Source: an optimization exercise on an open RTL-to-GDS flow (aim: small area, a short achievable clock period and few clock cycles per item). Production flows keep margins and buffers that such runs may drop. Where RTL was checked, it was by simulation tests only, not by an equivalence proof against the original. Only the layout flow was run in run 1; the RTL was not checked for function there. No activity file was given, so power comes from the tool's default toggle rates.

==> flow/design.v (outline; a module is shown in full before it is edited, if it fits) <==
// module cnn_fa: 10 lines
// module cnn_ha: 9 lines
// module cnn_classifier: 1691 lines
module cnn_classifier (
    input  logic                    i_clk,
    input  logic                    i_rst,
    input  logic                    i_start,
    input  logic                    i_load_valid,
    input  logic                    i_load_sel,
    input  logic [6-1:0]  i_load_addr,
    input  logic [8-1:0]  i_load_data,
    output logic                    o_busy,
    output logic                    o_done,
    output logic                    o_decision,
    output logic [8-1:0] o_history
);
  // ...
==> flow/run.sh <==
#!/bin/bash
# synth_recipe.tcl (not shown) runs the flow's synth.tcl, then flattens the netlist and writes it again
# the make line also repeats each setting of config.mk as NAME=value (left out here)
make -C /OpenROAD-flow-scripts/flow DESIGN_CONFIG=/design/flow/config.mk WORK_HOME=/design/flow/orfs CLKGATE_MAP_FILE= SYNTH_SCRIPT=/design/flow/synth_recipe.tcl finish
==> flow/config.mk <==
export PLATFORM = sky130hd
export DESIGN_NAME = cnn_classifier
export DESIGN_NICKNAME = cnn_classifier
export VERILOG_FILES = /design/flow/design.v
export SDC_FILE = /design/flow/constraint.sdc
export NUM_CORES = 4
export LEC_CHECK = 0
export CAP_MARGIN = 20
export CORE_MARGIN = 2
export CORE_UTILIZATION = 50
export SETUP_SLACK_MARGIN = 5
export SLEW_MARGIN = 20
export SYNTH_HIERARCHICAL = 1
==> flow/constraint.sdc <==
create_clock -name core_clock -period 8.0 [get_ports {i_clk}]
set_input_delay 1.6000 -clock core_clock [delete_from_list [all_inputs] [get_ports {i_clk}]]
set_output_delay 1.6000 -clock core_clock [all_outputs]
set_load 0.01 [all_outputs]
==> results.yml, run 1 <==
critical_path:
  critPathMaxStageDelay_ns: 0.64
  rr_endpoint: "ring[274]"
  end_kind: "flop"
  path_cells: "nor2_4, buf_6, and2_2, buf_4, a21o_1"
final_layout:
  nClkBuffers: 212
  syn_to_final_growth_pct: 11.3
  regMostFlops: "ring"
  buffers: 124
  final_cell_mix: "848 x edfxtp_1, 601 x dfxtp_1, 552 x a21o_1"
  fillers: 10500
sta:
  fmaxAchievable_mhz: 323
  worst_slew_pin_slew_ns: 1.18
  setup_viol: 0
  drv_slew: 0
clock_tree:
  cts_resized: 64
routing:
  route.met2.wl_mm: 74.7
  vias: 39800
  drt-initial-drc-count: 6004
power:
  seq_power_share_pct: 42.1
placed_design:
  gp_congestion: 0.859
  post_dp_cell_area_mm2: 0.0671
floorplan:
  initial_core_util_pct: 50.4
  die_area_mm2: 0.133
outcome:
  outcome: "finished clean"
logic_synthesis:
  yosys.area_share.simple_pct: 4.61
  ys_seq_elements: 1476
==> inputs of run 2 (changes only) <==
--- a/flow/design.v
+++ b/flow/design.v
@@ -1630,29 +1630,22 @@
     logic [19:0] wsum_x;
     assign wsum_x = ~(wsum_s + wsum_c);
     logic [7:0] feat_b;
     always_comb begin
         if (wsum_x[19:12] > 8'd160) feat_b = 8'hff;
         else if (wsum_x[19:12] == 8'd160 && wsum_x[11:0] != 12'd0) feat_b = wsum_x[11:4];
         else feat_b = '0;
     end
-    logic [5:0] row_oh, col_oh;
-    always_ff @(posedge i_clk) begin
-        for (int r = 0; r < 6; r++) begin
-            row_oh[r] <= !i_rst && (head_n_nx[5:3] == 3'(r + 2));
-            col_oh[r] <= !i_rst && (head_n_nx[2:0] == 3'(r + 2));
-        end
-    end
     logic [7:0] dsel_a;
     always_comb begin
         dsel_a = '0;
         for (int r = 0; r < 6; r++)
             for (int c = 0; c < 6; c++)
-                dsel_a = dsel_a | ({8{row_oh[r] && col_oh[c]}} & dw[r * 6 + c]);
+                if (head_n[5:3] == 3'(r + 2) && head_n[2:0] == 3'(c + 2)) dsel_a = dw[r * 6 + c];
     end
     assign acc_in_s = fc ? 20'd530432 : acc_s;
     assign acc_in_c = fc ? 20'd0 : acc_c;
     always_ff @(posedge i_clk) begin
         if (i_rst) begin
             vb <= 1'b0;
             vc <= 1'b0;
         end else begin
@@ -1694,17 +1687,11 @@
     end
     logic busy_o, done_o;
     always_ff @(posedge i_clk) begin
         busy_o <= busy_nx;
         done_o <= !i_rst && !done_r && fin;
     end
     assign o_busy     = busy_o;
     assign o_done     = done_o;
-    logic [7:0] hist_o;
-    always_ff @(posedge i_clk) begin
-        if (i_rst) hist_o <= '0;
-        else if (!done_r && fin) hist_o <= {hist_r[6:0], (acc > 0)};
-        else hist_o <= hist_r;
-    end
-    assign o_decision = hist_o[0];
-    assign o_history  = hist_o;
+    assign o_decision = dec_r;
+    assign o_history  = hist_r;
 endmodule
==> flow/config.mk (replaced) <==
export PLATFORM = sky130hd
export DESIGN_NAME = cnn_classifier
export DESIGN_NICKNAME = cnn_classifier
export VERILOG_FILES = /design/flow/design.v
export SDC_FILE = /design/flow/constraint.sdc
export NUM_CORES = 4
export LEC_CHECK = 0
export CAP_MARGIN = 20
export CORE_MARGIN = 2
export CORE_UTILIZATION = 40
export SETUP_SLACK_MARGIN = 5
export SLEW_MARGIN = 20
export SYNTH_HIERARCHICAL = 1
==> run 2 against run 1 <==
Against the previous run: still clean; non-clock buffer count fell by 4; maximum frequency up 2.9%; global-route usage shrank 4.7 points; combinational power down 22%; highest routed layer is now met5.
==> results.yml, run 2 <==
outcome:
  outcome: "finished clean"
floorplan:
  die_x_um: 411
  core_area_mm2: 0.165
  die_height_um: 411
  rows: 149
  die_area_mm2: 0.169
  initial_core_util_pct: 40.2
  io_pins: 30
critical_path:
  crit_fanout: 48
  path_cells: "buf_4, nand3b_2, nor2_2, a21oi_1, nor3b_1, a2111oi_1, a211oi_2, o2bb2ai_1"
  critPathMaxStageDelay_ns: 0.64
  cp-start-kind: "flop"
  worstSetupPathType: "flop to flop"
  slowest_stage: "a2111oi_1"
  arrival_ns: 3.72
  worstPathRequired_ns: 8.71
  end_kind: "flop"
  cpLargestDelayFamily: "compound AO/OA/AOI/OAI gates"
  path_buf_inv: 1
clock_tree:
  insertion_delay_ns: 0.82
  path_clk_slew_ns: 0.07
  clock-sinks: 1455
  cts_buffers: 157
  tritoncts: "yes"
  root_buffer: "clkbuf_16"
  htreeDepth: 4
  clockBufferDepth: 3
routing:
  drt_wl_total_mm: 169
  drt_first_pass_iters: 13
  vias: 41900
  post_drt_wl_per_cell_um: 23.5
  drc_errors: 0
  vias_per_cell: 5.83
  ant_nets: 0
  drt-initial-drc-count: 5941
placed_design:
  post_dp_cell_area_mm2: 0.0685
  gp_congestion: 0.899
  portBuffers: 29
  dpl.hpwl_mm: 110
  place_inst: 6884
final_layout:
  fillers: 14700
  syn_to_final_growth_pct: 11.7
  finalNonFillerCells: 7186
  layout_commonest_cell: "edfxtp_1"
  layout-drive-gt1-share_pct: 8.99
  final_cell_mix: "848 x edfxtp_1, 568 x dfxtp_1, 551 x a21o_1"
  regMostFlops: "ring"
  final_nets: 5478
  post-route-util_pct: 44.9
  largest_reg_flops: 512
  fin_area_mm2: 0.0740
  largestRegisters: "ring (512), dw (288), kw (72)"
sta:
  setup_viol: 0
  post-route-period-util_pct: 37.6
  hold_viol: 0
  drv_slew: 0
  rsz0062_at_grt: "yes"
  relSlewSlack_pct: 25.8
  worst_hold_slack_ns: 0.332
  fin_tns_setup_ns: 0
  fmaxAchievable_mhz: 332
  worst_slew_pin_slew_ns: 1.11
  fin_crit_ns: 3.01
  skew_ns: 0.0587
logic_synthesis:
  synth_area_per_cell_um2: 13.3
  syn_area_mm2: 0.0663
  synthTopCellsByCount: "848 x edfxtp_1, 607 x dfxtp_1, 552 x a21o_1"
  synth_top_family_by_area: "compound AO/OA/AOI/OAI gates"
  yosys.area_share.simple_pct: 6.20
  yosys_most_used_dff: "edfxtp_1"
  synth.most_common_cell: "edfxtp_1"
  synth_xor_area_share_pct: 1.23
  synth_top_area_share_pct: 38.4
  ys_async_sr_fraction_pct: 0
  ys_seq_area_share_pct: 56.8
  synth_cell_types: 84
  synth_largest_area_cell: "edfxtp_1"
  synthAdderAreaFrac_pct: 15.5
  synth-edff-count: 848
  syn_inst: 4966
  synth-compound-area-share_pct: 16.3
  synthMuxAreaShare_pct: 0.846
  ys_seq_elements: 1455
  synth_warnings: 7
  synth_area_leaders: "edfxtp_1 38%, dfxtp_1 18%, fa_1 11%"
global_route:
  grt_max_degree: 115
  grt_usage_pct: 19.7
  antenna_found_initial: 3
  grt_first_pass_wirelength_mm: 257
  overflow: 0
  grt_pass1_vias: 42000
power:
  powerDensity_mw_per_mm2: 303
  ir_worst_vdd_mv: 0.226
  power_leakage_nw: 29.6
run:
  maxCapViolCount: 0
hold_path:
  hp-class: "flop to flop"
-- run 2: cell count changes in the layout (fill, tap and decap cells not counted), sizes merged, moves of 9 or more --
cell / change
a22o: -20
nand2: +47
a222oi: -30
a21oi: +22
o21ai: +39
nor3: +30
dfxtp: -21
a22oi: -62
a211oi: +23
or4: +9
o31ai: +10
nor2: +36
a31oi: +11
nand3: +29
-- run 2: area by class of cell --
class | instances | area [µm²] | area share [%]
diodes | 2 | 5.00 | 0.00676
well taps | 2189 | 2740 | 3.70
flip-flops and latches | 1455 | 37700 | 50.9
clock buffers | 218 | 4340 | 5.87
multi-input cells | 2980 | 26900 | 36.3
inverters | 149 | 559 | 0.756
repair buffers | 120 | 987 | 1.33
clock inverters | 73 | 837 | 1.13
-- run 2: logic make-up after synthesis --
| kind of cell | after synthesis |
|---|---|
| flops | 1455 |
| compound gates | 1436 |
| simple gates | 792 |
| fa+ha+maj | 596 |
| buf+inv | 537 |
| xor+xnor | 93 |
| mux | 55 |
| other cells | 2 |
-- run 2: modules after synthesis (local to each module, per instance) --
module,cells inside,flip-flops and latches
cnn_ha,1,0
cnn_classifier,4508,1455
cnn_fa,1,0
-- run 2: routing by layer --
layer  global-route usage, %  up-vias  share of wire [%]
met2                    31.6     1908                 46
met5                       0        -              0.011
li1                        -    18500                  -
met4                    6.69        2                3.4
met3                    3.39      330                7.6
met1                    27.0    21200                 43
-- run 2: path summary, 6_finish.rpt --
path                   from        end  slack, ns  cells past startpoint
hold / removal           fb         fc       0.33                      0
setup / recovery  head_n[3]  dsel_b[4]       4.99                      8
hold reg to reg          fb         fc       0.33                      0
setup reg to reg  head_n[3]  dsel_b[4]       4.99                      8
-- run 2: through the flow --
step           power, mW  setup slack (ns)
3_5_place_dp        15.4              4.33
3_3_place_gp        15.2              4.24
4_1_cts             22.7              4.97
5_1_grt             23.8              4.98
6_report            22.5              4.99
2_1_floorplan       13.5              5.01
-- run 2: repair_timing --
action / 4_1_cts / 5_1_grt
pin swaps: 2 / 3
hold buffers: 0 / 0
setup buffers: 7 / 2
gates resized for setup: 120 / 38
endpoints found under the setup margin: 407 / 308
-- run 2: power by group --
group          switching (mW)  leakage, nW  internal, mW  total (mW)
clock                    3.05         2.52          4.16        7.22
sequential              0.688         13.0          9.22        9.91
combinational            2.98         14.0          2.35        5.33
Testbench counts of run 2, summed over its fixed seeds: cycles 6,984, items 96.

==> afterwards: timing with drivers on the ports <==
The results above use ideal ports. As a check the final layouts listed here were re-extracted and re-timed, cells and wires unchanged.
Step 1 (the two cells are an assumption about what drives the block):
set clk [get_ports {i_clk}]
set_driving_cell -lib_cell sky130_fd_sc_hd__clkbuf_16 $clk
set_driving_cell -lib_cell sky130_fd_sc_hd__buf_2 [delete_from_list [all_inputs] $clk]
Step 2 also shifts input and output timing later by t, the mid clock arrival at the registers, as if the neighbouring blocks saw the same clock.
Three values: no drivers, after step 1, after step 2; two values: the first two.
run | t (ns) | slack for setup (ns) | pins driven straight from the clock port
run 1 | 0.857 | 4.901 / 4.901 / 4.611 | 1
run 2 | 0.867 | 4.989 / 4.981 / 4.259 | 1
After both steps setup and hold are still met in every run listed. For run 2, which loses most, drivers alone change the setup slack by -0.008 ns; drivers and shift together by -0.730 ns.
